Source: an optimization exercise on an open RTL-to-GDS flow (aim: small area, a short achievable clock period and few clock cycles per item). Production flows keep margins and buffers that such runs may drop.
Function was not checked in any run shown here: the RTL went through the layout flow alone.

[flow/config.mk]
export PLATFORM = sky130hd
export DESIGN_NAME = pipelined_floating_point_multiplier
export DESIGN_NICKNAME = pipelined_floating_point_multiplier
export VERILOG_FILES = /design/flow/design.v
export SDC_FILE = /design/flow/constraint.sdc
export NUM_CORES = 4
export LEC_CHECK = 0
export CAP_MARGIN = 20
export CORE_MARGIN = 2
export CORE_UTILIZATION = 40
export SETUP_SLACK_MARGIN = 4.8
export SLEW_MARGIN = 20
export SYNTH_HIERARCHICAL = 1
[flow/constraint.sdc]
create_clock -name core_clock -period 9.0 [get_ports {clk}]
set_input_delay 1.8000 -clock core_clock [delete_from_list [all_inputs] [get_ports {clk}]]
set_output_delay 1.8000 -clock core_clock [all_outputs]
set_load 0.01 [all_outputs]
[flow/design.v]
module pipelined_floating_point_multiplier #(
  parameter int unsigned EXPONENT_WIDTH   = 8,
  parameter int unsigned MANTISSA_WIDTH   = 23,
  parameter int unsigned ROUND_TO_NEAREST = 1
) (
  input  logic        clk,
  input  logic        rst,
  input  logic        in_valid,
  output logic        in_ready,
  input  logic [31:0] a,
  input  logic [31:0] b,
  output logic        out_valid,
  input  logic        out_ready,
  output logic [31:0] out,
  output logic        underflow_flag,
  output logic        overflow_flag,
  output logic        invalid_operation_flag
);
  logic en;
  logic r2_v;
  fpm_rdy u_rdy_port (.v(r2_v), .ordy(out_ready), .rdy(in_ready));
  fpm_rdy u_rdy_en   (.v(r2_v), .ordy(out_ready), .rdy(en));
  logic        a_s, b_s;
  logic [7:0]  a_e, b_e;
  logic [22:0] a_m, b_m;
  assign {a_s, a_e, a_m} = a;
  assign {b_s, b_e, b_m} = b;
  logic a_e1, b_e1, a_ez, b_ez;
  assign a_e1 = &a_e;
  assign b_e1 = &b_e;
  assign a_ez = ~|a_e;
  assign b_ez = ~|b_e;
  logic [25:0] yy;
  logic [11:0] c_bone, c_btwo, c_bneg;
  assign yy = {1'b1, b_m, 1'b0};
  always_comb begin
    for (int k = 0; k < 12; k++) begin
      c_bone[k] = yy[2*k+1] ^ yy[2*k];
      c_btwo[k] = (yy[2*k+2] & ~yy[2*k+1] & ~yy[2*k]) | (~yy[2*k+2] & yy[2*k+1] & yy[2*k]);
      c_bneg[k] = yy[2*k+2];
    end
  end
  logic        r0_v;
  logic        r0_s;
  logic        r0_a_e1, r0_a_ez, r0_b_e1, r0_b_ez;
  logic [8:0]  r0_es;
  logic [22:0] r0_ma;
  logic [11:0] r0_bone, r0_btwo, r0_bneg;
  always_ff @(posedge clk or posedge rst) begin
    if (rst)     r0_v <= 1'b0;
    else if (en) r0_v <= in_valid;
  end
  always_ff @(posedge clk) begin
    if (en) begin
      r0_s    <= a_s ^ b_s;
      r0_a_e1 <= a_e1;
      r0_a_ez <= a_ez;
      r0_b_e1 <= b_e1;
      r0_b_ez <= b_ez;
      r0_es   <= {1'b0, a_e} + {1'b0, b_e};
      r0_ma   <= a_m;
      r0_bone <= c_bone;
      r0_btwo <= c_btwo;
      r0_bneg <= c_bneg;
    end
  end
  logic [47:17] ps, pc;
  logic         pcin;
  fpm_sigmul u_mul (.x(r0_ma), .bone(r0_bone), .btwo(r0_btwo), .bneg(r0_bneg),
                    .s(ps), .c(pc), .cin(pcin));
  logic [22:0] ym;
  always_comb begin
    for (int k = 0; k < 12; k++) begin
      if (2*k+1 <= 22) ym[2*k+1] = r0_bneg[k];
      ym[2*k] = r0_bone[k] ^ ((k == 0) ? 1'b0 : r0_bneg[(k == 0) ? 0 : k-1]);
    end
  end
  logic [23:0] za, zb;
  logic        z22, z23;
  always_comb begin
    for (int i = 0; i < 24; i++) begin
      za[i] = ~|({1'b0, r0_ma} & ((24'd1 << i) - 24'd1));
      zb[i] = ~|({1'b0, ym} & ((24'd1 << i) - 24'd1));
    end
    z22 = 1'b0;
    z23 = 1'b0;
    for (int i = 0; i <= 22; i++) z22 = z22 | (za[i] & zb[22-i]);
    for (int i = 0; i <= 23; i++) z23 = z23 | (za[i] & zb[23-i]);
  end
  logic a_nan, b_nan, a_inf, b_inf;
  logic c_nan, c_inf, c_zero, c_inv;
  logic a_mz, b_mz;
  always_comb begin
    a_mz   = ~|r0_ma;
    b_mz   = ~|ym;
    a_nan  = r0_a_e1 && !a_mz;
    b_nan  = r0_b_e1 && !b_mz;
    a_inf  = r0_a_e1 && a_mz;
    b_inf  = r0_b_e1 && b_mz;
    c_nan  = 1'b0;
    c_inf  = 1'b0;
    c_zero = 1'b0;
    c_inv  = 1'b0;
    if (a_nan || b_nan) begin
      c_nan = 1'b1;
      c_inv = (a_nan && !r0_ma[22]) || (b_nan && !ym[22]);
    end else if ((a_inf && r0_b_ez) || (r0_a_ez && b_inf)) begin
      c_nan = 1'b1;
      c_inv = 1'b1;
    end else if (a_inf || b_inf) begin
      c_inf = 1'b1;
    end else if (r0_a_ez || r0_b_ez) begin
      c_zero = 1'b1;
    end
  end
  logic        r1_s, r1_nan, r1_inf, r1_zero, r1_inv;
  logic [8:0]  r1_es;
  logic [47:17] r1_ps, r1_pc;
  logic         r1_cin;
  logic        r1_st0, r1_st1;
  logic        r1_v;
  always_ff @(posedge clk or posedge rst) begin
    if (rst)     r1_v <= 1'b0;
    else if (en) r1_v <= r0_v;
  end
  always_ff @(posedge clk) begin
    if (en) begin
      r1_s    <= r0_s;
      r1_nan  <= c_nan;
      r1_inf  <= c_inf;
      r1_zero <= c_zero;
      r1_inv  <= c_inv;
      r1_es   <= r0_es;
      r1_ps   <= ps;
      r1_pc   <= pc;
      r1_cin  <= pcin;
      r1_st0  <= !z22;              
      r1_st1  <= !z23;              
    end
  end
  logic [47:17] r1_p;
  assign r1_p = r1_ps + r1_pc + 31'(r1_cin);
  logic        hi;
  logic [22:0] man_h, man_l;
  logic        rnd_h, rnd_l;
  logic [23:0] mr_h, mr_l;
  logic [22:0] man_r;
  logic        cy;
  logic        uf, of;
  logic [7:0]  e_p1, e_p2, e_out;
  logic [7:0]  e_0;
  logic        uf0, uf1, of0, of1, m0, m1;
  always_comb begin
    e_0 = r1_es[7:0] + 8'd129;       
    uf0 = r1_es < 9'd128;            
    uf1 = r1_es < 9'd127;            
    of0 = r1_es >= 9'd382;           
    of1 = r1_es >= 9'd381;           
    m0  = r1_es == 9'd381;           
    m1  = r1_es == 9'd380;           
  end
  always_comb begin
    hi    = r1_p[47];
    man_h = r1_p[46:24];
    man_l = r1_p[45:23];
    rnd_h = r1_p[23] && (r1_st1 || man_h[0]);
    rnd_l = r1_p[22] && (r1_st0 || man_l[0]);
    mr_h  = {1'b0, man_h} + 24'(rnd_h);
    mr_l  = {1'b0, man_l} + 24'(rnd_l);
    man_r = hi ? mr_h[22:0] : mr_l[22:0];
    cy    = hi ? mr_h[23] : mr_l[23];
    uf    = hi ? uf1 : uf0;
    of    = hi ? (of1 || (m1 && mr_h[23])) : (of0 || (m0 && mr_l[23]));
    e_p1  = r1_es[7:0] + 8'd130;
    e_p2  = r1_es[7:0] + 8'd131;
    e_out = (hi && cy) ? e_p2 : (hi || cy) ? e_p1 : e_0;
  end
  logic [31:0] o_d;
  logic        uf_d, of_d, inv_d;
  always_comb begin
    o_d   = {r1_s, e_out, man_r};
    uf_d  = 1'b0;
    of_d  = 1'b0;
    inv_d = 1'b0;
    if (r1_nan) begin
      o_d   = 32'hFFC00000;
      inv_d = r1_inv;
    end else if (r1_inf) begin
      o_d = {r1_s, 8'hFF, 23'd0};
    end else if (r1_zero) begin
      o_d = {r1_s, 31'd0};
    end else if (uf) begin
      o_d  = {r1_s, 31'd0};
      uf_d = 1'b1;
    end else if (of) begin
      o_d  = {r1_s, 8'hFF, 23'd0};
      of_d = 1'b1;
    end
  end
  logic [31:0] r2_o;
  logic        r2_uf, r2_of, r2_inv;
  always_ff @(posedge clk or posedge rst) begin
    if (rst)     r2_v <= 1'b0;
    else if (en) r2_v <= r1_v;
  end
  always_ff @(posedge clk) begin
    if (en) begin
      r2_o   <= o_d;
      r2_uf  <= uf_d;
      r2_of  <= of_d;
      r2_inv <= inv_d;
    end
  end
  assign out                    = r2_o;
  assign underflow_flag         = r2_uf;
  assign overflow_flag          = r2_of;
  assign invalid_operation_flag = r2_inv;
  assign out_valid = r2_v;
endmodule
module fpm_rdy (
  input  logic v,
  input  logic ordy,
  output logic rdy
);
  assign rdy = !(v && !ordy);
endmodule
module fpm_sigmul (
  input  logic [22:0] x,
  input  logic [11:0] bone, btwo, bneg,
  output logic [47:17] s, c,
  output logic cin
);
  logic [23:0] xx;
  assign xx = {1'b1, x};
  logic [24:0] pp0;
  logic [24:0] pp1;
  logic [24:0] pp2;
  logic [24:0] pp3;
  logic [24:0] pp4;
  logic [24:0] pp5;
  logic [24:0] pp6;
  logic [24:0] pp7;
  logic [24:0] pp8;
  logic [24:0] pp9;
  logic [24:0] pp10;
  logic [24:0] pp11;
  always_comb begin
    pp0 = ({1'b0, xx} & {25{bone[0]}} | {xx, 1'b0} & {25{btwo[0]}}) ^ {25{bneg[0]}};
    pp1 = ({1'b0, xx} & {25{bone[1]}} | {xx, 1'b0} & {25{btwo[1]}}) ^ {25{bneg[1]}};
    pp2 = ({1'b0, xx} & {25{bone[2]}} | {xx, 1'b0} & {25{btwo[2]}}) ^ {25{bneg[2]}};
    pp3 = ({1'b0, xx} & {25{bone[3]}} | {xx, 1'b0} & {25{btwo[3]}}) ^ {25{bneg[3]}};
    pp4 = ({1'b0, xx} & {25{bone[4]}} | {xx, 1'b0} & {25{btwo[4]}}) ^ {25{bneg[4]}};
    pp5 = ({1'b0, xx} & {25{bone[5]}} | {xx, 1'b0} & {25{btwo[5]}}) ^ {25{bneg[5]}};
    pp6 = ({1'b0, xx} & {25{bone[6]}} | {xx, 1'b0} & {25{btwo[6]}}) ^ {25{bneg[6]}};
    pp7 = ({1'b0, xx} & {25{bone[7]}} | {xx, 1'b0} & {25{btwo[7]}}) ^ {25{bneg[7]}};
    pp8 = ({1'b0, xx} & {25{bone[8]}} | {xx, 1'b0} & {25{btwo[8]}}) ^ {25{bneg[8]}};
    pp9 = ({1'b0, xx} & {25{bone[9]}} | {xx, 1'b0} & {25{btwo[9]}}) ^ {25{bneg[9]}};
    pp10 = ({1'b0, xx} & {25{bone[10]}} | {xx, 1'b0} & {25{btwo[10]}}) ^ {25{bneg[10]}};
    pp11 = ({1'b0, xx} & {25{bone[11]}} | {xx, 1'b0} & {25{btwo[11]}}) ^ {25{bneg[11]}};
  end
  wire s1, c2;
  fpm_ha u_s1 (.a(bneg[8]), .b(pp0[16]), .s(s1), .c(c2));
  wire s3, c4;
  fpm_ha u_s3 (.a(pp0[17]), .b(pp1[15]), .s(s3), .c(c4));
  wire s5, c6;
  fpm_fa u_s5 (.a(bneg[9]), .b(pp0[18]), .ci(pp1[16]), .s(s5), .co(c6));
  wire s7, c8;
  fpm_ha u_s7 (.a(pp2[14]), .b(pp3[12]), .s(s7), .c(c8));
  wire s9, c10;
  fpm_fa u_s9 (.a(pp0[19]), .b(pp1[17]), .ci(pp2[15]), .s(s9), .co(c10));
  wire s11, c12;
  fpm_ha u_s11 (.a(pp3[13]), .b(pp4[11]), .s(s11), .c(c12));
  wire s13, c14;
  fpm_fa u_s13 (.a(bneg[10]), .b(pp0[20]), .ci(pp1[18]), .s(s13), .co(c14));
  wire s15, c16;
  fpm_fa u_s15 (.a(pp2[16]), .b(pp3[14]), .ci(pp4[12]), .s(s15), .co(c16));
  wire s17, c18;
  fpm_ha u_s17 (.a(pp5[10]), .b(pp6[8]), .s(s17), .c(c18));
  wire s19, c20;
  fpm_fa u_s19 (.a(pp0[21]), .b(pp1[19]), .ci(pp2[17]), .s(s19), .co(c20));
  wire s21, c22;
  fpm_fa u_s21 (.a(pp3[15]), .b(pp4[13]), .ci(pp5[11]), .s(s21), .co(c22));
  wire s23, c24;
  fpm_ha u_s23 (.a(pp6[9]), .b(pp7[7]), .s(s23), .c(c24));
  wire s25, c26;
  fpm_fa u_s25 (.a(bneg[11]), .b(pp0[22]), .ci(pp1[20]), .s(s25), .co(c26));
  wire s27, c28;
  fpm_fa u_s27 (.a(pp2[18]), .b(pp3[16]), .ci(pp4[14]), .s(s27), .co(c28));
  wire s29, c30;
  fpm_fa u_s29 (.a(pp5[12]), .b(pp6[10]), .ci(pp7[8]), .s(s29), .co(c30));
  wire s31, c32;
  fpm_ha u_s31 (.a(pp8[6]), .b(pp9[4]), .s(s31), .c(c32));
  wire s33, c34;
  fpm_fa u_s33 (.a(pp0[23]), .b(pp1[21]), .ci(pp2[19]), .s(s33), .co(c34));
  wire s35, c36;
  fpm_fa u_s35 (.a(pp3[17]), .b(pp4[15]), .ci(pp5[13]), .s(s35), .co(c36));
  wire s37, c38;
  fpm_fa u_s37 (.a(pp6[11]), .b(pp7[9]), .ci(pp8[7]), .s(s37), .co(c38));
  wire s39, c40;
  fpm_ha u_s39 (.a(pp9[5]), .b(pp10[3]), .s(s39), .c(c40));
  wire s41, c42;
  fpm_fa u_s41 (.a(x[0]), .b(pp0[24]), .ci(pp1[22]), .s(s41), .co(c42));
  wire s43, c44;
  fpm_fa u_s43 (.a(pp2[20]), .b(pp3[18]), .ci(pp4[16]), .s(s43), .co(c44));
  wire s45, c46;
  fpm_fa u_s45 (.a(pp5[14]), .b(pp6[12]), .ci(pp7[10]), .s(s45), .co(c46));
  wire s47, c48;
  fpm_fa u_s47 (.a(pp8[8]), .b(pp9[6]), .ci(pp10[4]), .s(s47), .co(c48));
  wire s49, c50;
  fpm_fa u_s49 (.a(x[1]), .b(bneg[0]), .ci(pp1[23]), .s(s49), .co(c50));
  wire s51, c52;
  fpm_fa u_s51 (.a(pp2[21]), .b(pp3[19]), .ci(pp4[17]), .s(s51), .co(c52));
  wire s53, c54;
  fpm_fa u_s53 (.a(pp5[15]), .b(pp6[13]), .ci(pp7[11]), .s(s53), .co(c54));
  wire s55, c56;
  fpm_fa u_s55 (.a(pp8[9]), .b(pp9[7]), .ci(pp10[5]), .s(s55), .co(c56));
  wire s57, c58;
  fpm_fa u_s57 (.a(x[2]), .b(bneg[0]), .ci(pp1[24]), .s(s57), .co(c58));
  wire s59, c60;
  fpm_fa u_s59 (.a(pp2[22]), .b(pp3[20]), .ci(pp4[18]), .s(s59), .co(c60));
  wire s61, c62;
  fpm_fa u_s61 (.a(pp5[16]), .b(pp6[14]), .ci(pp7[12]), .s(s61), .co(c62));
  wire s63, c64;
  fpm_fa u_s63 (.a(pp8[10]), .b(pp9[8]), .ci(pp10[6]), .s(s63), .co(c64));
  wire s65, c66;
  fpm_fa u_s65 (.a(x[3]), .b(~bneg[1]), .ci(~bneg[0]), .s(s65), .co(c66));
  wire s67, c68;
  fpm_fa u_s67 (.a(pp2[23]), .b(pp3[21]), .ci(pp4[19]), .s(s67), .co(c68));
  wire s69, c70;
  fpm_fa u_s69 (.a(pp5[17]), .b(pp6[15]), .ci(pp7[13]), .s(s69), .co(c70));
  wire s71, c72;
  fpm_fa u_s71 (.a(pp8[11]), .b(pp9[9]), .ci(pp10[7]), .s(s71), .co(c72));
  wire s73, c74;
  fpm_fa u_s73 (.a(x[4]), .b(1'b1), .ci(pp2[24]), .s(s73), .co(c74));
  wire s75, c76;
  fpm_fa u_s75 (.a(pp3[22]), .b(pp4[20]), .ci(pp5[18]), .s(s75), .co(c76));
  wire s77, c78;
  fpm_fa u_s77 (.a(pp6[16]), .b(pp7[14]), .ci(pp8[12]), .s(s77), .co(c78));
  wire s79, c80;
  fpm_ha u_s79 (.a(pp9[10]), .b(pp10[8]), .s(s79), .c(c80));
  wire s81, c82;
  fpm_fa u_s81 (.a(x[5]), .b(~bneg[2]), .ci(pp3[23]), .s(s81), .co(c82));
  wire s83, c84;
  fpm_fa u_s83 (.a(pp4[21]), .b(pp5[19]), .ci(pp6[17]), .s(s83), .co(c84));
  wire s85, c86;
  fpm_fa u_s85 (.a(pp7[15]), .b(pp8[13]), .ci(pp9[11]), .s(s85), .co(c86));
  wire s87, c88;
  fpm_fa u_s87 (.a(x[6]), .b(1'b1), .ci(pp3[24]), .s(s87), .co(c88));
  wire s89, c90;
  fpm_fa u_s89 (.a(pp4[22]), .b(pp5[20]), .ci(pp6[18]), .s(s89), .co(c90));
  wire s91, c92;
  fpm_ha u_s91 (.a(pp7[16]), .b(pp8[14]), .s(s91), .c(c92));
  wire s93, c94;
  fpm_fa u_s93 (.a(x[7]), .b(~bneg[3]), .ci(pp4[23]), .s(s93), .co(c94));
  wire s95, c96;
  fpm_fa u_s95 (.a(pp5[21]), .b(pp6[19]), .ci(pp7[17]), .s(s95), .co(c96));
  wire s97, c98;
  fpm_fa u_s97 (.a(x[8]), .b(1'b1), .ci(pp4[24]), .s(s97), .co(c98));
  wire s99, c100;
  fpm_ha u_s99 (.a(pp5[22]), .b(pp6[20]), .s(s99), .c(c100));
  wire s101, c102;
  fpm_fa u_s101 (.a(x[9]), .b(~bneg[4]), .ci(pp5[23]), .s(s101), .co(c102));
  wire s103, c104;
  fpm_ha u_s103 (.a(x[10]), .b(1'b1), .s(s103), .c(c104));
  wire s105, c106;
  fpm_ha u_s105 (.a(bneg[5]), .b(pp0[10]), .s(s105), .c(c106));
  wire s107, c108;
  fpm_ha u_s107 (.a(pp0[11]), .b(pp1[9]), .s(s107), .c(c108));
  wire s109, c110;
  fpm_fa u_s109 (.a(bneg[6]), .b(pp0[12]), .ci(pp1[10]), .s(s109), .co(c110));
  wire s111, c112;
  fpm_ha u_s111 (.a(pp2[8]), .b(pp3[6]), .s(s111), .c(c112));
  wire s113, c114;
  fpm_fa u_s113 (.a(pp0[13]), .b(pp1[11]), .ci(pp2[9]), .s(s113), .co(c114));
  wire s115, c116;
  fpm_ha u_s115 (.a(pp3[7]), .b(pp4[5]), .s(s115), .c(c116));
  wire s117, c118;
  fpm_fa u_s117 (.a(bneg[7]), .b(pp0[14]), .ci(pp1[12]), .s(s117), .co(c118));
  wire s119, c120;
  fpm_fa u_s119 (.a(pp2[10]), .b(pp3[8]), .ci(pp4[6]), .s(s119), .co(c120));
  wire s121, c122;
  fpm_ha u_s121 (.a(pp5[4]), .b(pp6[2]), .s(s121), .c(c122));
  wire s123, c124;
  fpm_fa u_s123 (.a(pp0[15]), .b(pp1[13]), .ci(pp2[11]), .s(s123), .co(c124));
  wire s125, c126;
  fpm_fa u_s125 (.a(pp3[9]), .b(pp4[7]), .ci(pp5[5]), .s(s125), .co(c126));
  wire s127, c128;
  fpm_ha u_s127 (.a(pp6[3]), .b(pp7[1]), .s(s127), .c(c128));
  wire s129, c130;
  fpm_fa u_s129 (.a(pp1[14]), .b(pp2[12]), .ci(pp3[10]), .s(s129), .co(c130));
  wire s131, c132;
  fpm_fa u_s131 (.a(pp4[8]), .b(pp5[6]), .ci(pp6[4]), .s(s131), .co(c132));
  wire s133, c134;
  fpm_fa u_s133 (.a(pp7[2]), .b(pp8[0]), .ci(s1), .s(s133), .co(c134));
  wire s135, c136;
  fpm_fa u_s135 (.a(pp2[13]), .b(pp3[11]), .ci(pp4[9]), .s(s135), .co(c136));
  wire s137, c138;
  fpm_fa u_s137 (.a(pp5[7]), .b(pp6[5]), .ci(pp7[3]), .s(s137), .co(c138));
  wire s139, c140;
  fpm_fa u_s139 (.a(pp8[1]), .b(c2), .ci(s3), .s(s139), .co(c140));
  wire s141, c142;
  fpm_fa u_s141 (.a(pp4[10]), .b(pp5[8]), .ci(pp6[6]), .s(s141), .co(c142));
  wire s143, c144;
  fpm_fa u_s143 (.a(pp7[4]), .b(pp8[2]), .ci(pp9[0]), .s(s143), .co(c144));
  wire s145, c146;
  fpm_fa u_s145 (.a(c4), .b(s7), .ci(s5), .s(s145), .co(c146));
  wire s147, c148;
  fpm_fa u_s147 (.a(pp5[9]), .b(pp6[7]), .ci(pp7[5]), .s(s147), .co(c148));
  wire s149, c150;
  fpm_fa u_s149 (.a(pp8[3]), .b(pp9[1]), .ci(c8), .s(s149), .co(c150));
  wire s151, c152;
  fpm_fa u_s151 (.a(s11), .b(c6), .ci(s9), .s(s151), .co(c152));
  wire s153, c154;
  fpm_fa u_s153 (.a(pp7[6]), .b(pp8[4]), .ci(pp9[2]), .s(s153), .co(c154));
  wire s155, c156;
  fpm_fa u_s155 (.a(pp10[0]), .b(c12), .ci(s17), .s(s155), .co(c156));
  wire s157, c158;
  fpm_fa u_s157 (.a(c10), .b(s13), .ci(s15), .s(s157), .co(c158));
  wire s159, c160;
  fpm_fa u_s159 (.a(pp8[5]), .b(pp9[3]), .ci(pp10[1]), .s(s159), .co(c160));
  wire s161, c162;
  fpm_fa u_s161 (.a(c18), .b(s23), .ci(c14), .s(s161), .co(c162));
  wire s163, c164;
  fpm_fa u_s163 (.a(c16), .b(s19), .ci(s21), .s(s163), .co(c164));
  wire s165, c166;
  fpm_fa u_s165 (.a(pp10[2]), .b(pp11[0]), .ci(c24), .s(s165), .co(c166));
  wire s167, c168;
  fpm_fa u_s167 (.a(s31), .b(c20), .ci(c22), .s(s167), .co(c168));
  wire s169, c170;
  fpm_fa u_s169 (.a(s25), .b(s27), .ci(s29), .s(s169), .co(c170));
  wire s171, c172;
  fpm_fa u_s171 (.a(pp11[1]), .b(c32), .ci(s39), .s(s171), .co(c172));
  wire s173, c174;
  fpm_fa u_s173 (.a(c26), .b(c28), .ci(c30), .s(s173), .co(c174));
  wire s175, c176;
  fpm_fa u_s175 (.a(s33), .b(s35), .ci(s37), .s(s175), .co(c176));
  wire s177, c178;
  fpm_fa u_s177 (.a(pp11[2]), .b(c40), .ci(c34), .s(s177), .co(c178));
  wire s179, c180;
  fpm_fa u_s179 (.a(c36), .b(c38), .ci(s41), .s(s179), .co(c180));
  wire s181, c182;
  fpm_fa u_s181 (.a(s43), .b(s45), .ci(s47), .s(s181), .co(c182));
  wire s183, c184;
  fpm_fa u_s183 (.a(pp11[3]), .b(s49), .ci(c42), .s(s183), .co(c184));
  wire s185, c186;
  fpm_fa u_s185 (.a(c44), .b(c46), .ci(c48), .s(s185), .co(c186));
  wire s187, c188;
  fpm_fa u_s187 (.a(s51), .b(s53), .ci(s55), .s(s187), .co(c188));
  wire s189, c190;
  fpm_fa u_s189 (.a(pp11[4]), .b(s57), .ci(c50), .s(s189), .co(c190));
  wire s191, c192;
  fpm_fa u_s191 (.a(c52), .b(c54), .ci(c56), .s(s191), .co(c192));
  wire s193, c194;
  fpm_fa u_s193 (.a(s59), .b(s61), .ci(s63), .s(s193), .co(c194));
  wire s195, c196;
  fpm_fa u_s195 (.a(pp11[5]), .b(s65), .ci(c58), .s(s195), .co(c196));
  wire s197, c198;
  fpm_fa u_s197 (.a(c60), .b(c62), .ci(c64), .s(s197), .co(c198));
  wire s199, c200;
  fpm_fa u_s199 (.a(s67), .b(s69), .ci(s71), .s(s199), .co(c200));
  wire s201, c202;
  fpm_fa u_s201 (.a(pp11[6]), .b(c66), .ci(s79), .s(s201), .co(c202));
  wire s203, c204;
  fpm_fa u_s203 (.a(s73), .b(c68), .ci(c70), .s(s203), .co(c204));
  wire s205, c206;
  fpm_fa u_s205 (.a(c72), .b(s75), .ci(s77), .s(s205), .co(c206));
  wire s207, c208;
  fpm_fa u_s207 (.a(pp10[9]), .b(pp11[7]), .ci(c80), .s(s207), .co(c208));
  wire s209, c210;
  fpm_fa u_s209 (.a(s81), .b(c74), .ci(c76), .s(s209), .co(c210));
  wire s211, c212;
  fpm_fa u_s211 (.a(c78), .b(s83), .ci(s85), .s(s211), .co(c212));
  wire s213, c214;
  fpm_fa u_s213 (.a(pp9[12]), .b(pp10[10]), .ci(pp11[8]), .s(s213), .co(c214));
  wire s215, c216;
  fpm_fa u_s215 (.a(s91), .b(s87), .ci(c82), .s(s215), .co(c216));
  wire s217, c218;
  fpm_fa u_s217 (.a(c84), .b(c86), .ci(s89), .s(s217), .co(c218));
  wire s219, c220;
  fpm_fa u_s219 (.a(pp8[15]), .b(pp9[13]), .ci(pp10[11]), .s(s219), .co(c220));
  wire s221, c222;
  fpm_fa u_s221 (.a(pp11[9]), .b(c92), .ci(s93), .s(s221), .co(c222));
  wire s223, c224;
  fpm_fa u_s223 (.a(c88), .b(c90), .ci(s95), .s(s223), .co(c224));
  wire s225, c226;
  fpm_fa u_s225 (.a(pp7[18]), .b(pp8[16]), .ci(pp9[14]), .s(s225), .co(c226));
  wire s227, c228;
  fpm_fa u_s227 (.a(pp10[12]), .b(pp11[10]), .ci(s99), .s(s227), .co(c228));
  wire s229, c230;
  fpm_fa u_s229 (.a(s97), .b(c94), .ci(c96), .s(s229), .co(c230));
  wire s231, c232;
  fpm_fa u_s231 (.a(pp6[21]), .b(pp7[19]), .ci(pp8[17]), .s(s231), .co(c232));
  wire s233, c234;
  fpm_fa u_s233 (.a(pp9[15]), .b(pp10[13]), .ci(pp11[11]), .s(s233), .co(c234));
  wire s235, c236;
  fpm_fa u_s235 (.a(c100), .b(s101), .ci(c98), .s(s235), .co(c236));
  wire s237, c238;
  fpm_fa u_s237 (.a(s103), .b(pp5[24]), .ci(pp6[22]), .s(s237), .co(c238));
  wire s239, c240;
  fpm_fa u_s239 (.a(pp7[20]), .b(pp8[18]), .ci(pp9[16]), .s(s239), .co(c240));
  wire s241, c242;
  fpm_fa u_s241 (.a(pp10[14]), .b(pp11[12]), .ci(c102), .s(s241), .co(c242));
  wire s243, c244;
  fpm_fa u_s243 (.a(x[11]), .b(c104), .ci(~bneg[5]), .s(s243), .co(c244));
  wire s245, c246;
  fpm_fa u_s245 (.a(pp6[23]), .b(pp7[21]), .ci(pp8[19]), .s(s245), .co(c246));
  wire s247, c248;
  fpm_fa u_s247 (.a(pp9[17]), .b(pp10[15]), .ci(pp11[13]), .s(s247), .co(c248));
  wire s249, c250;
  fpm_fa u_s249 (.a(x[12]), .b(1'b1), .ci(pp6[24]), .s(s249), .co(c250));
  wire s251, c252;
  fpm_fa u_s251 (.a(pp7[22]), .b(pp8[20]), .ci(pp9[18]), .s(s251), .co(c252));
  wire s253, c254;
  fpm_ha u_s253 (.a(pp10[16]), .b(pp11[14]), .s(s253), .c(c254));
  wire s255, c256;
  fpm_fa u_s255 (.a(x[13]), .b(~bneg[6]), .ci(pp7[23]), .s(s255), .co(c256));
  wire s257, c258;
  fpm_fa u_s257 (.a(pp8[21]), .b(pp9[19]), .ci(pp10[17]), .s(s257), .co(c258));
  wire s259, c260;
  fpm_fa u_s259 (.a(x[14]), .b(1'b1), .ci(pp7[24]), .s(s259), .co(c260));
  wire s261, c262;
  fpm_ha u_s261 (.a(pp8[22]), .b(pp9[20]), .s(s261), .c(c262));
  wire s263, c264;
  fpm_fa u_s263 (.a(x[15]), .b(~bneg[7]), .ci(pp8[23]), .s(s263), .co(c264));
  wire s265, c266;
  fpm_ha u_s265 (.a(x[16]), .b(1'b1), .s(s265), .c(c266));
  wire s267, c268;
  fpm_ha u_s267 (.a(bneg[3]), .b(pp0[6]), .s(s267), .c(c268));
  wire s269, c270;
  fpm_ha u_s269 (.a(pp0[7]), .b(pp1[5]), .s(s269), .c(c270));
  wire s271, c272;
  fpm_fa u_s271 (.a(bneg[4]), .b(pp0[8]), .ci(pp1[6]), .s(s271), .co(c272));
  wire s273, c274;
  fpm_ha u_s273 (.a(pp2[4]), .b(pp3[2]), .s(s273), .c(c274));
  wire s275, c276;
  fpm_fa u_s275 (.a(pp0[9]), .b(pp1[7]), .ci(pp2[5]), .s(s275), .co(c276));
  wire s277, c278;
  fpm_ha u_s277 (.a(pp3[3]), .b(pp4[1]), .s(s277), .c(c278));
  wire s279, c280;
  fpm_fa u_s279 (.a(pp1[8]), .b(pp2[6]), .ci(pp3[4]), .s(s279), .co(c280));
  wire s281, c282;
  fpm_fa u_s281 (.a(pp4[2]), .b(pp5[0]), .ci(s105), .s(s281), .co(c282));
  wire s283, c284;
  fpm_fa u_s283 (.a(pp2[7]), .b(pp3[5]), .ci(pp4[3]), .s(s283), .co(c284));
  wire s285, c286;
  fpm_fa u_s285 (.a(pp5[1]), .b(c106), .ci(s107), .s(s285), .co(c286));
  wire s287, c288;
  fpm_fa u_s287 (.a(pp4[4]), .b(pp5[2]), .ci(pp6[0]), .s(s287), .co(c288));
  wire s289, c290;
  fpm_fa u_s289 (.a(c108), .b(s111), .ci(s109), .s(s289), .co(c290));
  wire s291, c292;
  fpm_fa u_s291 (.a(pp5[3]), .b(pp6[1]), .ci(c112), .s(s291), .co(c292));
  wire s293, c294;
  fpm_fa u_s293 (.a(s115), .b(c110), .ci(s113), .s(s293), .co(c294));
  wire s295, c296;
  fpm_fa u_s295 (.a(pp7[0]), .b(c116), .ci(s121), .s(s295), .co(c296));
  wire s297, c298;
  fpm_fa u_s297 (.a(c114), .b(s117), .ci(s119), .s(s297), .co(c298));
  wire s299, c300;
  fpm_fa u_s299 (.a(c122), .b(s127), .ci(c118), .s(s299), .co(c300));
  wire s301, c302;
  fpm_fa u_s301 (.a(c120), .b(s123), .ci(s125), .s(s301), .co(c302));
  wire s303, c304;
  fpm_fa u_s303 (.a(c128), .b(c124), .ci(c126), .s(s303), .co(c304));
  wire s305, c306;
  fpm_fa u_s305 (.a(s129), .b(s131), .ci(s133), .s(s305), .co(c306));
  wire s307, c308;
  fpm_fa u_s307 (.a(c130), .b(c132), .ci(s135), .s(s307), .co(c308));
  wire s309, c310;
  fpm_fa u_s309 (.a(s137), .b(c134), .ci(s139), .s(s309), .co(c310));
  wire s311, c312;
  fpm_fa u_s311 (.a(c136), .b(c138), .ci(s141), .s(s311), .co(c312));
  wire s313, c314;
  fpm_fa u_s313 (.a(s143), .b(c140), .ci(s145), .s(s313), .co(c314));
  wire s315, c316;
  fpm_fa u_s315 (.a(c142), .b(c144), .ci(s147), .s(s315), .co(c316));
  wire s317, c318;
  fpm_fa u_s317 (.a(s149), .b(c146), .ci(s151), .s(s317), .co(c318));
  wire s319, c320;
  fpm_fa u_s319 (.a(c148), .b(s153), .ci(c150), .s(s319), .co(c320));
  wire s321, c322;
  fpm_fa u_s321 (.a(s155), .b(c152), .ci(s157), .s(s321), .co(c322));
  wire s323, c324;
  fpm_fa u_s323 (.a(c154), .b(s159), .ci(c156), .s(s323), .co(c324));
  wire s325, c326;
  fpm_fa u_s325 (.a(s161), .b(c158), .ci(s163), .s(s325), .co(c326));
  wire s327, c328;
  fpm_fa u_s327 (.a(c160), .b(s165), .ci(c162), .s(s327), .co(c328));
  wire s329, c330;
  fpm_fa u_s329 (.a(c164), .b(s167), .ci(s169), .s(s329), .co(c330));
  wire s331, c332;
  fpm_fa u_s331 (.a(c166), .b(s171), .ci(c168), .s(s331), .co(c332));
  wire s333, c334;
  fpm_fa u_s333 (.a(c170), .b(s173), .ci(s175), .s(s333), .co(c334));
  wire s335, c336;
  fpm_fa u_s335 (.a(c172), .b(s177), .ci(c174), .s(s335), .co(c336));
  wire s337, c338;
  fpm_fa u_s337 (.a(c176), .b(s179), .ci(s181), .s(s337), .co(c338));
  wire s339, c340;
  fpm_fa u_s339 (.a(c178), .b(s183), .ci(c180), .s(s339), .co(c340));
  wire s341, c342;
  fpm_fa u_s341 (.a(c182), .b(s185), .ci(s187), .s(s341), .co(c342));
  wire s343, c344;
  fpm_fa u_s343 (.a(c184), .b(c186), .ci(s189), .s(s343), .co(c344));
  wire s345, c346;
  fpm_fa u_s345 (.a(c188), .b(s191), .ci(s193), .s(s345), .co(c346));
  wire s347, c348;
  fpm_fa u_s347 (.a(s195), .b(c190), .ci(c192), .s(s347), .co(c348));
  wire s349, c350;
  fpm_fa u_s349 (.a(c194), .b(s197), .ci(s199), .s(s349), .co(c350));
  wire s351, c352;
  fpm_fa u_s351 (.a(s201), .b(c196), .ci(c198), .s(s351), .co(c352));
  wire s353, c354;
  fpm_fa u_s353 (.a(c200), .b(s203), .ci(s205), .s(s353), .co(c354));
  wire s355, c356;
  fpm_fa u_s355 (.a(s207), .b(c202), .ci(c204), .s(s355), .co(c356));
  wire s357, c358;
  fpm_fa u_s357 (.a(c206), .b(s209), .ci(s211), .s(s357), .co(c358));
  wire s359, c360;
  fpm_fa u_s359 (.a(s213), .b(c208), .ci(c210), .s(s359), .co(c360));
  wire s361, c362;
  fpm_fa u_s361 (.a(s215), .b(c212), .ci(s217), .s(s361), .co(c362));
  wire s363, c364;
  fpm_fa u_s363 (.a(c214), .b(s219), .ci(s221), .s(s363), .co(c364));
  wire s365, c366;
  fpm_fa u_s365 (.a(c216), .b(c218), .ci(s223), .s(s365), .co(c366));
  wire s367, c368;
  fpm_fa u_s367 (.a(c220), .b(s225), .ci(s227), .s(s367), .co(c368));
  wire s369, c370;
  fpm_fa u_s369 (.a(c222), .b(c224), .ci(s229), .s(s369), .co(c370));
  wire s371, c372;
  fpm_fa u_s371 (.a(c226), .b(s231), .ci(s233), .s(s371), .co(c372));
  wire s373, c374;
  fpm_fa u_s373 (.a(c228), .b(c230), .ci(s235), .s(s373), .co(c374));
  wire s375, c376;
  fpm_fa u_s375 (.a(c232), .b(c234), .ci(s237), .s(s375), .co(c376));
  wire s377, c378;
  fpm_fa u_s377 (.a(s239), .b(s241), .ci(c236), .s(s377), .co(c378));
  wire s379, c380;
  fpm_fa u_s379 (.a(s243), .b(c238), .ci(c240), .s(s379), .co(c380));
  wire s381, c382;
  fpm_fa u_s381 (.a(s245), .b(s247), .ci(c242), .s(s381), .co(c382));
  wire s383, c384;
  fpm_fa u_s383 (.a(c244), .b(s253), .ci(s249), .s(s383), .co(c384));
  wire s385, c386;
  fpm_fa u_s385 (.a(c246), .b(c248), .ci(s251), .s(s385), .co(c386));
  wire s387, c388;
  fpm_fa u_s387 (.a(pp11[15]), .b(c254), .ci(s255), .s(s387), .co(c388));
  wire s389, c390;
  fpm_fa u_s389 (.a(c250), .b(c252), .ci(s257), .s(s389), .co(c390));
  wire s391, c392;
  fpm_fa u_s391 (.a(pp10[18]), .b(pp11[16]), .ci(s261), .s(s391), .co(c392));
  wire s393, c394;
  fpm_fa u_s393 (.a(s259), .b(c256), .ci(c258), .s(s393), .co(c394));
  wire s395, c396;
  fpm_fa u_s395 (.a(pp9[21]), .b(pp10[19]), .ci(pp11[17]), .s(s395), .co(c396));
  wire s397, c398;
  fpm_fa u_s397 (.a(c262), .b(s263), .ci(c260), .s(s397), .co(c398));
  wire s399, c400;
  fpm_fa u_s399 (.a(s265), .b(pp8[24]), .ci(pp9[22]), .s(s399), .co(c400));
  wire s401, c402;
  fpm_fa u_s401 (.a(pp10[20]), .b(pp11[18]), .ci(c264), .s(s401), .co(c402));
  wire s403, c404;
  fpm_fa u_s403 (.a(x[17]), .b(c266), .ci(~bneg[8]), .s(s403), .co(c404));
  wire s405, c406;
  fpm_fa u_s405 (.a(pp9[23]), .b(pp10[21]), .ci(pp11[19]), .s(s405), .co(c406));
  wire s407, c408;
  fpm_fa u_s407 (.a(x[18]), .b(1'b1), .ci(pp9[24]), .s(s407), .co(c408));
  wire s409, c410;
  fpm_ha u_s409 (.a(pp10[22]), .b(pp11[20]), .s(s409), .c(c410));
  wire s411, c412;
  fpm_fa u_s411 (.a(x[19]), .b(~bneg[9]), .ci(pp10[23]), .s(s411), .co(c412));
  wire s413, c414;
  fpm_ha u_s413 (.a(x[20]), .b(1'b1), .s(s413), .c(c414));
  wire s415, c416;
  fpm_ha u_s415 (.a(bneg[2]), .b(pp0[4]), .s(s415), .c(c416));
  wire s417, c418;
  fpm_ha u_s417 (.a(pp0[5]), .b(pp1[3]), .s(s417), .c(c418));
  wire s419, c420;
  fpm_fa u_s419 (.a(pp1[4]), .b(pp2[2]), .ci(pp3[0]), .s(s419), .co(c420));
  wire s421, c422;
  fpm_fa u_s421 (.a(pp2[3]), .b(pp3[1]), .ci(c268), .s(s421), .co(c422));
  wire s423, c424;
  fpm_fa u_s423 (.a(pp4[0]), .b(c270), .ci(s273), .s(s423), .co(c424));
  wire s425, c426;
  fpm_fa u_s425 (.a(c274), .b(s277), .ci(c272), .s(s425), .co(c426));
  wire s427, c428;
  fpm_fa u_s427 (.a(c278), .b(c276), .ci(s279), .s(s427), .co(c428));
  wire s429, c430;
  fpm_fa u_s429 (.a(c280), .b(s283), .ci(c282), .s(s429), .co(c430));
  wire s431, c432;
  fpm_fa u_s431 (.a(c284), .b(s287), .ci(c286), .s(s431), .co(c432));
  wire s433, c434;
  fpm_fa u_s433 (.a(c288), .b(s291), .ci(c290), .s(s433), .co(c434));
  wire s435, c436;
  fpm_fa u_s435 (.a(c292), .b(s295), .ci(c294), .s(s435), .co(c436));
  wire s437, c438;
  fpm_fa u_s437 (.a(c296), .b(s299), .ci(c298), .s(s437), .co(c438));
  wire s439, c440;
  fpm_fa u_s439 (.a(c300), .b(c302), .ci(s303), .s(s439), .co(c440));
  wire s441, c442;
  fpm_fa u_s441 (.a(c304), .b(s307), .ci(c306), .s(s441), .co(c442));
  wire s443, c444;
  fpm_fa u_s443 (.a(c308), .b(s311), .ci(c310), .s(s443), .co(c444));
  wire s445, c446;
  fpm_fa u_s445 (.a(c312), .b(s315), .ci(c314), .s(s445), .co(c446));
  wire s447, c448;
  fpm_fa u_s447 (.a(c316), .b(s319), .ci(c318), .s(s447), .co(c448));
  wire s449, c450;
  fpm_fa u_s449 (.a(s323), .b(c320), .ci(c322), .s(s449), .co(c450));
  wire s451, c452;
  fpm_fa u_s451 (.a(c324), .b(s327), .ci(c326), .s(s451), .co(c452));
  wire s453, c454;
  fpm_fa u_s453 (.a(c328), .b(s331), .ci(c330), .s(s453), .co(c454));
  wire s455, c456;
  fpm_fa u_s455 (.a(c332), .b(s335), .ci(c334), .s(s455), .co(c456));
  wire s457, c458;
  fpm_fa u_s457 (.a(c336), .b(s339), .ci(c338), .s(s457), .co(c458));
  wire s459, c460;
  fpm_fa u_s459 (.a(c340), .b(s343), .ci(c342), .s(s459), .co(c460));
  wire s461, c462;
  fpm_fa u_s461 (.a(c344), .b(s347), .ci(c346), .s(s461), .co(c462));
  wire s463, c464;
  fpm_fa u_s463 (.a(c348), .b(s351), .ci(c350), .s(s463), .co(c464));
  wire s465, c466;
  fpm_fa u_s465 (.a(s355), .b(c352), .ci(c354), .s(s465), .co(c466));
  wire s467, c468;
  fpm_fa u_s467 (.a(s359), .b(c356), .ci(c358), .s(s467), .co(c468));
  wire s469, c470;
  fpm_fa u_s469 (.a(s363), .b(c360), .ci(c362), .s(s469), .co(c470));
  wire s471, c472;
  fpm_fa u_s471 (.a(s367), .b(c364), .ci(c366), .s(s471), .co(c472));
  wire s473, c474;
  fpm_fa u_s473 (.a(s371), .b(c368), .ci(c370), .s(s473), .co(c474));
  wire s475, c476;
  fpm_fa u_s475 (.a(c372), .b(s375), .ci(c374), .s(s475), .co(c476));
  wire s477, c478;
  fpm_fa u_s477 (.a(c376), .b(s379), .ci(s381), .s(s477), .co(c478));
  wire s479, c480;
  fpm_fa u_s479 (.a(s383), .b(c380), .ci(s385), .s(s479), .co(c480));
  wire s481, c482;
  fpm_fa u_s481 (.a(s387), .b(c384), .ci(c386), .s(s481), .co(c482));
  wire s483, c484;
  fpm_fa u_s483 (.a(s391), .b(c388), .ci(c390), .s(s483), .co(c484));
  wire s485, c486;
  fpm_fa u_s485 (.a(s395), .b(c392), .ci(c394), .s(s485), .co(c486));
  wire s487, c488;
  fpm_fa u_s487 (.a(c396), .b(s399), .ci(s401), .s(s487), .co(c488));
  wire s489, c490;
  fpm_fa u_s489 (.a(s403), .b(c400), .ci(s405), .s(s489), .co(c490));
  wire s491, c492;
  fpm_fa u_s491 (.a(c404), .b(s409), .ci(s407), .s(s491), .co(c492));
  wire s493, c494;
  fpm_fa u_s493 (.a(pp11[21]), .b(c410), .ci(s411), .s(s493), .co(c494));
  wire s495, c496;
  fpm_fa u_s495 (.a(s413), .b(pp10[24]), .ci(pp11[22]), .s(s495), .co(c496));
  wire s497, c498;
  fpm_fa u_s497 (.a(x[21]), .b(c414), .ci(~bneg[10]), .s(s497), .co(c498));
  wire s499, c500;
  fpm_ha u_s499 (.a(x[22]), .b(1'b1), .s(s499), .c(c500));
  wire s501, c502;
  fpm_ha u_s501 (.a(bneg[1]), .b(pp0[2]), .s(s501), .c(c502));
  wire s503, c504;
  fpm_ha u_s503 (.a(pp0[3]), .b(pp1[1]), .s(s503), .c(c504));
  wire s505, c506;
  fpm_fa u_s505 (.a(pp1[2]), .b(pp2[0]), .ci(s415), .s(s505), .co(c506));
  wire s507, c508;
  fpm_fa u_s507 (.a(pp2[1]), .b(c416), .ci(s417), .s(s507), .co(c508));
  wire s509, c510;
  fpm_fa u_s509 (.a(c418), .b(s267), .ci(s419), .s(s509), .co(c510));
  wire s511, c512;
  fpm_fa u_s511 (.a(s269), .b(c420), .ci(s421), .s(s511), .co(c512));
  wire s513, c514;
  fpm_fa u_s513 (.a(s271), .b(c422), .ci(s423), .s(s513), .co(c514));
  wire s515, c516;
  fpm_fa u_s515 (.a(s275), .b(c424), .ci(s425), .s(s515), .co(c516));
  wire s517, c518;
  fpm_fa u_s517 (.a(s281), .b(c426), .ci(s427), .s(s517), .co(c518));
  wire s519, c520;
  fpm_fa u_s519 (.a(s285), .b(c428), .ci(s429), .s(s519), .co(c520));
  wire s521, c522;
  fpm_fa u_s521 (.a(s289), .b(s431), .ci(c430), .s(s521), .co(c522));
  wire s523, c524;
  fpm_fa u_s523 (.a(s293), .b(c432), .ci(s433), .s(s523), .co(c524));
  wire s525, c526;
  fpm_fa u_s525 (.a(s297), .b(s435), .ci(c434), .s(s525), .co(c526));
  wire s527, c528;
  fpm_fa u_s527 (.a(s301), .b(s437), .ci(c436), .s(s527), .co(c528));
  wire s529, c530;
  fpm_fa u_s529 (.a(s305), .b(c438), .ci(s439), .s(s529), .co(c530));
  wire s531, c532;
  fpm_fa u_s531 (.a(s309), .b(c440), .ci(s441), .s(s531), .co(c532));
  wire s533, c534;
  fpm_fa u_s533 (.a(s313), .b(c442), .ci(s443), .s(s533), .co(c534));
  wire s535, c536;
  fpm_fa u_s535 (.a(s317), .b(c444), .ci(s445), .s(s535), .co(c536));
  wire s537, c538;
  fpm_fa u_s537 (.a(s321), .b(c446), .ci(s447), .s(s537), .co(c538));
  wire s539, c540;
  fpm_fa u_s539 (.a(s325), .b(c448), .ci(s449), .s(s539), .co(c540));
  wire s541, c542;
  fpm_fa u_s541 (.a(s329), .b(s451), .ci(c450), .s(s541), .co(c542));
  wire s543, c544;
  fpm_fa u_s543 (.a(s333), .b(s453), .ci(c452), .s(s543), .co(c544));
  wire s545, c546;
  fpm_fa u_s545 (.a(s337), .b(s455), .ci(c454), .s(s545), .co(c546));
  wire s547, c548;
  fpm_fa u_s547 (.a(s341), .b(c456), .ci(s457), .s(s547), .co(c548));
  wire s549, c550;
  fpm_fa u_s549 (.a(s345), .b(c458), .ci(s459), .s(s549), .co(c550));
  wire s551, c552;
  fpm_fa u_s551 (.a(s349), .b(c460), .ci(s461), .s(s551), .co(c552));
  wire s553, c554;
  fpm_fa u_s553 (.a(s353), .b(c462), .ci(s463), .s(s553), .co(c554));
  wire s555, c556;
  fpm_fa u_s555 (.a(s357), .b(s465), .ci(c464), .s(s555), .co(c556));
  wire s557, c558;
  fpm_fa u_s557 (.a(s361), .b(s467), .ci(c466), .s(s557), .co(c558));
  wire s559, c560;
  fpm_fa u_s559 (.a(s365), .b(s469), .ci(c468), .s(s559), .co(c560));
  wire s561, c562;
  fpm_fa u_s561 (.a(s369), .b(s471), .ci(c470), .s(s561), .co(c562));
  wire s563, c564;
  fpm_fa u_s563 (.a(s373), .b(s473), .ci(c472), .s(s563), .co(c564));
  wire s565, c566;
  fpm_fa u_s565 (.a(s377), .b(s475), .ci(c474), .s(s565), .co(c566));
  wire s567, c568;
  fpm_fa u_s567 (.a(c378), .b(s477), .ci(c476), .s(s567), .co(c568));
  wire s569, c570;
  fpm_fa u_s569 (.a(c382), .b(s479), .ci(c478), .s(s569), .co(c570));
  wire s571, c572;
  fpm_fa u_s571 (.a(s389), .b(s481), .ci(c480), .s(s571), .co(c572));
  wire s573, c574;
  fpm_fa u_s573 (.a(s393), .b(s483), .ci(c482), .s(s573), .co(c574));
  wire s575, c576;
  fpm_fa u_s575 (.a(s397), .b(s485), .ci(c484), .s(s575), .co(c576));
  wire s577, c578;
  fpm_fa u_s577 (.a(c398), .b(s487), .ci(c486), .s(s577), .co(c578));
  wire s579, c580;
  fpm_fa u_s579 (.a(c402), .b(s489), .ci(c488), .s(s579), .co(c580));
  wire s581, c582;
  fpm_fa u_s581 (.a(c406), .b(s491), .ci(c490), .s(s581), .co(c582));
  wire s583, c584;
  fpm_fa u_s583 (.a(c408), .b(s493), .ci(c492), .s(s583), .co(c584));
  wire s585, c586;
  fpm_fa u_s585 (.a(c412), .b(s495), .ci(c494), .s(s585), .co(c586));
  wire s587, c588;
  fpm_fa u_s587 (.a(pp11[23]), .b(s497), .ci(c496), .s(s587), .co(c588));
  wire s589, c590;
  fpm_fa u_s589 (.a(s499), .b(pp11[24]), .ci(c498), .s(s589), .co(c590));
  wire s591, c592;
  fpm_fa u_s591 (.a(1'b1), .b(c500), .ci(~bneg[11]), .s(s591), .co(c592));
  logic [47:0] r0, r1;
  logic [17:0] lsum;
  assign r0 = {c590, c588, c586, c584, c582, c580, c578, c576, c574, c572, c570, c568, c566, c564, c562, c560, c558, c556, c554, c552, c550, c548, c546, c544, c542, c540, c538, c536, c534, c532, c530, c528, c526, c524, c522, c520, c518, c516, c514, c512, c510, c508, c506, c504, c502, s501, pp0[1], bneg[0]};
  assign r1 = {s591, s589, s587, s585, s583, s581, s579, s577, s575, s573, s571, s569, s567, s565, s563, s561, s559, s557, s555, s553, s551, s549, s547, s545, s543, s541, s539, s537, s535, s533, s531, s529, s527, s525, s523, s521, s519, s517, s515, s513, s511, s509, s507, s505, s503, pp1[0], 1'b0, pp0[0]};
  assign lsum = {1'b0, r0[16:0]} + {1'b0, r1[16:0]};
  assign cin = lsum[17];
  assign s = r0[47:17];
  assign c = r1[47:17];
endmodule
module fpm_fa (
  input  logic a, b, ci,
  output logic s, co
);
  assign s  = a ^ b ^ ci;
  assign co = (a & b) | (a & ci) | (b & ci);
endmodule
module fpm_ha (
  input  logic a, b,
  output logic s, c
);
  assign s = a ^ b;
  assign c = a & b;
endmodule
[flow/flow/run.sh]
#!/bin/bash
# Standard layout, with the port buffers as buf_2 cells instead of the
# default choice. Each tool's output goes to a log file in this folder.
set -e

export BUFFER_PORTS_ARGS="-buffer_cell sky130_fd_sc_hd__buf_2"
bash standard.sh > standard.log 2>&1
[flow/standard.sh]
#!/bin/bash
# synth_recipe.tcl (not shown) runs the flow's synth.tcl, then flattens the netlist and writes it again
# the make line also repeats each setting of config.mk as NAME=value (left out here)
make -C /OpenROAD-flow-scripts/flow DESIGN_CONFIG=/design/flow/config.mk WORK_HOME=/design/flow/orfs CLKGATE_MAP_FILE= SYNTH_SCRIPT=/design/flow/synth_recipe.tcl "${@:-finish}"
==> metrics.md, run 1 <==
| Metric | Value |
|---|---|
| Worst setup EP type | flip-flop |
| Fraction of registers with async set/reset | 0.01587 |
| Max-cap violations | 0 |
| Share of the synthesized area in the top cell type | 0.2478 |
| Root Buffer Master | clkbuf_16 |
| RSZ-0062 raised after global routing | false |
| DR iter-0 viols | 1826 |
| H-tree depth | 4 |
| Tcrit/Tclk final | 0.4631 |
| Initial Util | 0.4021 |
| Setup CP Type | reg2reg |
| Fin Hold WS | 0.4259 ns |
| Placed inst area | 23290 sq um |
| Slew @ Worst Pin | 1.172 ns |
| Final Max Slew Viols | 0 |
| CTS max path bufs | 2 |
| Total CTS buffers | 17 |
| Synth warnings | 8 |
| Routed wire length | 67370 um |
| Ant diodes | 0 |
| Outcome | timing/DRC/antenna clean |
| Vias | 17550 |
| Hold Vio Cnt, Final | 0 |
| Crit-path max FO | 4 |
| Fraction of the yosys area taken by sequential cells | 0.2511 |
| Commonest non-fill, non-tap cells in the layout | 307 x xnor2_1, 257 x a22oi_1, 257 x fa_1 |
| First-pass GRT wire length | 103100 um |
| Detail Route Antenna Nets | 0 |
| Seq. cell area | 5660 sq um |
| Most common cell after layout, fill and taps aside | xnor2_1 |
| Post-synth top flop | edfxtp_1 |
| Yosys cell types | 84 |
| IO Pins | 105 |
| DRT Pass-1 Iters | 6 |
| Layout cells sized above 1 | 0.1739 |
| Total gr overflow | 0 |
| Number of synthesized flops with an enable pin | 186 |
| Worst Skew | 0.02522 ns |
| Pin count of the biggest net entering global routing | 69 |
| CP cell instances | buf_4, a22oi_1, xnor2_1, ha_1, fa_2, fa_1, fa_1, ha_4, a21oi_4, o211ai_1, or4_1, a221o_1 |
| IO buf count | 104 |
| Antenna violations before repair | 0 |
| Clock latency on the worst-skew pair | 0.51 ns |
| CTS clk-pin slew, worst paths | 0.10 ns |
| Multi-input logic area | 16050 sq um |
| Area of the core | 56060 sq um |
| Post-DP HPWL | 42280 um |
| Post-Syn Area | 22540 sq um |
| Final Cell Area | 25280 sq um |
| CTS tree | built |
| Final RePlAce weighted congestion | 0.8861 |
| CP arrival | 4.44 ns |
| Die area | 58270 sq um |
| Register bit total from synthesis | 189 |
| Worst stage delay on the critical path | 0.57 ns |
| Hold Crit Class | reg2reg |
| Post-route minimum period | 4.168 ns |
| Drt wl/cell | 23.09 um |
| Final #Nets | 2577 |
| Hold-fix buffer count after cts | 0 |
| Die width | 241.4 um |
| CP Launch Type | flip-flop |
| Setup TNS | 0 ns |
| Cell Rows | 87 |
| DRC errors left | 0 |
| Final setup vio count | 0 |
| Worst endpoint required time | 9.27 ns |
| Cell taking the most area after synthesis | edfxtp_1 |
| Fillers | 5222 |
| Peak Freq | 239.9 MHz |
| Synthesis-to-finish area growth | 12.16% |
| Vias in the first global route | 17790 |
| Max stage delay cell, worst path | fa_1 |
| Avg Vias per Cell | 6.015 |
| GRT Resource Usage Total | 0.2325 |
| Most used cell, CP | fa_1 |
| Rel. slew slack | 0.2189 |
| Sink Count | 189 |
| Synth top area cells | edfxtp_1 25%, fa_1 24%, xnor2_1 12% |
| Mapped Cells | 2096 |
| Die span in y | 241.4 um |
| Mapped Avg Cell Area | 10.75 sq um |
[path summary, 6_finish.rpt]
kind                                  from        to  slack (ns)  depth (start not counted)
worst max-delay path            r0_bone[1]    r1_cin        4.83                         12
worst min-delay path              r0_es[7]  r1_es[7]        0.43                          0
worst max register to register  r0_bone[1]    r1_cin        4.83                         12
worst min register to register    r0_es[7]  r1_es[7]        0.43                          0
max in group asynchronous              rst      r2_v        7.73                          2
min in group asynchronous              rst      r1_v        1.15                          2
[per-module statistics from Yosys (local to each module, per instance)]
module	cell area [sq um]	cells
fpm_fa	20.02	1
fpm_ha	12.51	1
fpm_rdy	6.256	1
fpm_sigmul	6052	827
pipelined_floating_point_multiplier	10790	971
[repair_timing]
action,4_1_cts,5_1_grt
cloned,3,0
buffers inserted,60,31
gates resized for setup,34,62
setup endpoints to repair,60,48
pin swaps,8,31
[synth_stat cells (11+ instances only)]
master / instances
nand2_1: 98
fa_1: 265
nor3_1: 33
xor2_1: 42
ha_1: 95
clkbuf_1: 118
buf_2: 33
or3_1: 11
o21ai_0: 48
buf_4: 65
a211oi_1: 27
inv_1: 39
nand2b_1: 16
nor2_1: 83
a21oi_1: 81
nand3_1: 30
edfxtp_1: 186
xnor2_1: 310
nand4_1: 28
a22oi_1: 266
o211ai_1: 15
a2111oi_0: 11
[sequential cells by signal, summed over array words and instances (netlist names), 9 cells and up]
signal	count
r2_o	32
r1_pc	31
r0_bneg	11
r1_ps	31
r0_bone	12
r0_btwo	12
r0_ma	23
r1_es	9
r0_es	9
[area by class of cell]
| type | instances | share of cell area |
|---|---|---|
| sequential | 189 | 0.2239 |
| clock inverter | 15 | 0.008711 |
| inverter | 39 | 0.005791 |
| multi-input combinational | 1660 | 0.6347 |
| timing repair buffer | 242 | 0.07261 |
| clock buffer | 17 | 0.01683 |
| tap | 756 | 0.03742 |
[layer usage]
metal  routed length (um)  GRT usage
met5                    0          0
met4                 2215    0.08810
met3                 6118    0.06199
met2                30360     0.3577
met1                28680     0.3140
[through the flow]
stage / setup WS, ns / cells / util
after CTS: 4.786 / 2886 / 0.4409
after detailed placement: 3.948 / 2791 / 0.4154
after floorplan: 4.801 / 2107 / -
final: 4.832 / 2918 / 0.4510
after global placement: 4.134 / 2789 / 0.4149
after global routing: 4.751 / 2918 / 0.4510
[critical path, delay by kind of cell, from the launching register on]
kind | cells | cell delay [ns]
xor gates and xnor gates | 1 | 0.16
and+or+nand+nor | 1 | 0.42
adders and majority gates | 5 | 1.92
AOI/OAI and AO/OA | 4 | 0.76
DFF | 1 | 0.49
buffers and inverters | 1 | 0.18
[kinds of logic after synthesis]
kind of cell / share of synthesized area
other: 0.0003332
buffers and inverters: 0.05584
adders and majority gates: 0.2881
muxes: 0.003830
and+or+nand+nor: 0.08515
DFF: 0.2511
xor gates and xnor gates: 0.1397
AOI/OAI and AO/OA: 0.1760
==> run 2, diff against run 1 <==
--- a/flow/config.mk
+++ b/flow/config.mk
@@ -8,6 +8,6 @@
 export CAP_MARGIN = 20
 export CORE_MARGIN = 2
 export CORE_UTILIZATION = 40
-export SETUP_SLACK_MARGIN = 4.8
+export SETUP_SLACK_MARGIN = 4.95
 export SLEW_MARGIN = 20
 export SYNTH_HIERARCHICAL = 1
==> metrics.md, run 2 <==
| Metric | Value |
|---|---|
| H-tree depth | 4 (unchanged) |
| Tcrit/Tclk final | 0.4522 (-0.01088) |
| Die width | 241.4 um (unchanged) |
| IO buf count | 104 (unchanged) |
| Number of synthesized flops with an enable pin | 186 (unchanged) |
| CTS tree | built |
| Clock latency on the worst-skew pair | 0.50 ns (about the same) |
| CP arrival | 4.33 ns (-0.11 ns) |
| Peak Freq | 245.7 MHz (+2.4%) |
| CP Launch Type | flip-flop |
| Slew @ Worst Pin | 1.157 ns (-0.01507 ns) |
| Crit-path max FO | 4 (unchanged) |
| Synth cell count leaders | 310 x xnor2_1, 266 x a22oi_1, 265 x fa_1 |
| Ant diodes | 0 (unchanged) |
| Max-cap violations | 0 (unchanged) |
| CTS clk-pin slew, worst paths | 0.09 ns (about the same) |
| First-pass GRT wire length | 103500 um (+0.35%) |
| Max reg flops | 32 (unchanged) |
| Outcome | timing/DRC/antenna clean |
| Setup CP Type | reg2reg |
| Die span in y | 241.4 um (unchanged) |
| Hold Vio Cnt, Final | 0 (unchanged) |
| Worst setup startpoint | r0_ma[11] |
| Fraction of registers with async set/reset | 0.01587 (unchanged) |
| Rel. slew slack | 0.2290 (+0.01004) |
| Final RePlAce weighted congestion | 0.8806 (-0.62%) |
| Final Max Slew Viols | 0 (unchanged) |
| RSZ-0062 raised after global routing | true |
| Commonest non-fill, non-tap cells in the layout | 307 x xnor2_1, 260 x fa_1, 256 x a22oi_1 |
| Register bit total from synthesis | 189 (unchanged) |
| Most used cell, CP | fa_1 |
| Worst endpoint required time | 9.26 ns (about the same) |
| Initial Util | 0.4021 (unchanged) |
| Avg Vias per Cell | 6.056 (+0.68%) |
| Worst Skew | 0.01990 ns (-0.005322 ns) |
| Cell Rows | 87 (unchanged) |
| Hold-fix buffer count after cts | 0 (unchanged) |
| Root Buffer Master | clkbuf_16 |
| Post-Synth Adder-Cell Area | 0.2881 (unchanged) |
| Mux contribution to synthesized area | 0.003830 (unchanged) |
| Mapped Cells | 2096 (unchanged) |
| Final setup vio count | 0 (unchanged) |
| Final #Nets | 2561 (-0.62%) |
| Count leader, synth | xnor2_1 |
| Synth top area cells | edfxtp_1 25%, fa_1 24%, xnor2_1 12% |
| GRT Resource Usage Total | 0.2336 (+0.001064) |
| Worst Hold Launch | r0_es[7] |
| CP cell instances | buf_8, a22oi_2, xnor2_1, ha_1, fa_2, fa_1, fa_1, ha_4, a21oi_4, o211ai_1, or4_1, a221o_1 |
| Layout cells sized above 1 | 0.1743 (+0.0003647) |
| Synthesis-to-finish area growth | 11.87% |
| Largest family of logic cells by synthesized area | adder cells |
| Post-synthesis simple-gate area fraction | 0.08515 (unchanged) |
| Vias | 17580 (+0.13%) |
| Antenna violations before repair | 1 (+1) |
| DRC errors left | 0 (unchanged) |
| Setup TNS | 0 ns (unchanged) |
| Top reg by flops | r2_o |
| Compound-Gate Fraction of Synth Area | 0.1760 (unchanged) |
| Pin count of the biggest net entering global routing | 69 (unchanged) |
| Routed wire length | 67290 um (-0.12%) |
| Worst stage delay on the critical path | 0.62 ns (+0.05 ns) |
| Vias in the first global route | 18030 (+1.3%) |
| IO Pins | 105 (unchanged) |
| FF-to-FF Start | r0_ma[11] |
| Post-synth top flop | edfxtp_1 |
| Detail Route Antenna Nets | 0 (unchanged) |
| CTS max path bufs | 2 (unchanged) |
| DR iter-0 viols | 2133 (+17%) |
| DRT Pass-1 Iters | 7 (+1) |
| Hold Crit Class | reg2reg |
| Yosys cell types | 84 (unchanged) |
| Post-Syn Area | 22540 sq um (unchanged) |
| Biggest regs | r2_o: 32 flops, r1_pc: 31 flops, r1_ps: 31 flops |
| Die area | 58270 sq um (unchanged) |
| Cell taking the most area after synthesis | edfxtp_1 |
| Worst setup EP type | flip-flop |
| Post-route minimum period | 4.070 ns (-0.09796 ns) |
| Mapped Avg Cell Area | 10.75 sq um (unchanged) |
| Most common cell after layout, fill and taps aside | xnor2_1 |
| Synth warnings | 8 (unchanged) |
| Share of the synthesized area in the top cell type | 0.2478 (unchanged) |
| Total gr overflow | 0 (unchanged) |
| Post-DP HPWL | 42700 um (+1.0%) |
| Area of the core | 56060 sq um (unchanged) |
| Fin Hold WS | 0.4229 ns (-0.003017 ns) |
| Synth Area in XOR/XNOR | 0.1397 (unchanged) |
| Total CTS buffers | 17 (unchanged) |
| Sink Count | 189 (unchanged) |
| Max stage delay cell, worst path | fa_1 |
| Fraction of the yosys area taken by sequential cells | 0.2511 (unchanged) |
| Drt wl/cell | 23.19 um (+0.43%) |
==> run 2: cell count changes in the layout (fill, tap and decap cells not counted), moves of 2 or more <==
cell	change
o21ai_1	+2
ha_2	+5
ha_1	-5
buf_6	+2
fa_2	-3
fa_1	+3
o21ai_0	-3
a21oi_1	-4
inv_8	+2
buf_4	-20
buf_16	+2
clkinv_8	-3
a21oi_2	+3
clkinv_4	+3
==> run 2: cell families after synthesis <==
family,count (synthesis)
multiplexers,8
AND/OR/NAND/NOR,371
AO/OA/AOI/OAI,551
adder cells (fa/ha/maj),360
XOR/XNOR,356
flip-flops,189
buffers and inverters,259
other,2
==> run 2: cell type report <==
type                            instances  area, sq um
Tap cell                              756        945.9
Clock inverter                         15        182.7
Sequential cell                       189         5660
Multi-Input combinational cell       1660        16110
Clock buffer                           17        425.4
Inverter                               39        146.4
Timing Repair Buffer                  226         1750
Fill cell                            5140        30840
==> run 2: worst max-delay path: cells and delay by family, from the launching register on <==
kind,cells,cell delay [ns]
compound gates,4,0.72
xor+xnor,1,0.10
fa+ha+maj,5,2.00
buf+inv,1,0.16
flops,1,0.46
simple gates,1,0.40
==> run 2: repair_timing <==
item / in CTS / in global routing
setup endpoints to repair: 60 / 55
pin swaps: 13 / 27
resized for setup: 52 / 77
setup buffers: 31 / 30
cloned: 2 / 1
==> run 2: layer usage <==
metal  wire, um  global-route usage  vias to the layer above
met2      30320              0.3603                      959
met4       2218             0.08829                        0
met3       6885             0.06666                      166
li1           -                   -                     7631
met5          0                   0                        -
met1      27870              0.3120                     8819
==> run 2: Yosys stat by module (local to each module, per instance) <==
module | times used | cell area (sq um) | flops+latches
fpm_ha | 32 | 12.51 | 0
fpm_sigmul | 1 | 6052 | 0
pipelined_floating_point_multiplier | 1 | 10790 | 189
fpm_rdy | 2 | 6.256 | 0
fpm_fa | 264 | 20.02 | 0
==> run 2: path summary, 6_finish.rpt <==
| kind | endpoint | slack (ns) | cells after the start |
|---|---|---|---|
| worst max-delay path | r1_cin | 4.93 | 12 |
| worst min-delay path | r1_es[7] | 0.42 | 0 |
| worst max register to register | r1_cin | 4.93 | 12 |
| worst min register to register | r1_es[7] | 0.42 | 0 |
| max in group asynchronous | r2_v | 7.72 | 2 |
| min in group asynchronous | r0_v | 1.15 | 2 |
==> run 2: through the flow <==
step / utilization / setup slack, ns / instances / cell area (sq um)
5_1_grt: 0.4498 / 4.817 / 2902 / 25220
3_5_place_dp: 0.4186 / 3.915 / 2805 / 23470
2_1_floorplan: - / 4.966 / 2107 / 22680
4_1_cts: 0.4391 / 4.948 / 2870 / 24610
6_report: 0.4498 / 4.930 / 2902 / 25220
3_3_place_gp: 0.4165 / 4.145 / 2799 / 23350

[afterwards: timing with drivers on the ports]
Ports are ideal in the flow. The routed layouts listed here were re-timed in OpenROAD.
Step 1, drivers: a clkbuf_16 drives clk and a buf_2 each remaining input, both assumed.
Step 2 adds t to the input delays and takes it off the output delays; t is the mean of the earliest and latest rising clock arrival at the registers after step 1. Input paths then give back, and output paths get back, about the clock's delay inside the block.
Three values: ideal ports, drivers, drivers and shift; two values: the first two.
| run | shift t [ns] | slack for setup (ns) | slew at the worst register clock pin (ns) |
|---|---|---|---|
| run 1 | 0.559 | 4.832 / 4.832 / 4.832 | 0.10 / 0.10 |
| run 2 | 0.552 | 4.930 / 4.930 / 4.930 | 0.09 / 0.09 |
After both steps setup and hold are still met in every run listed.
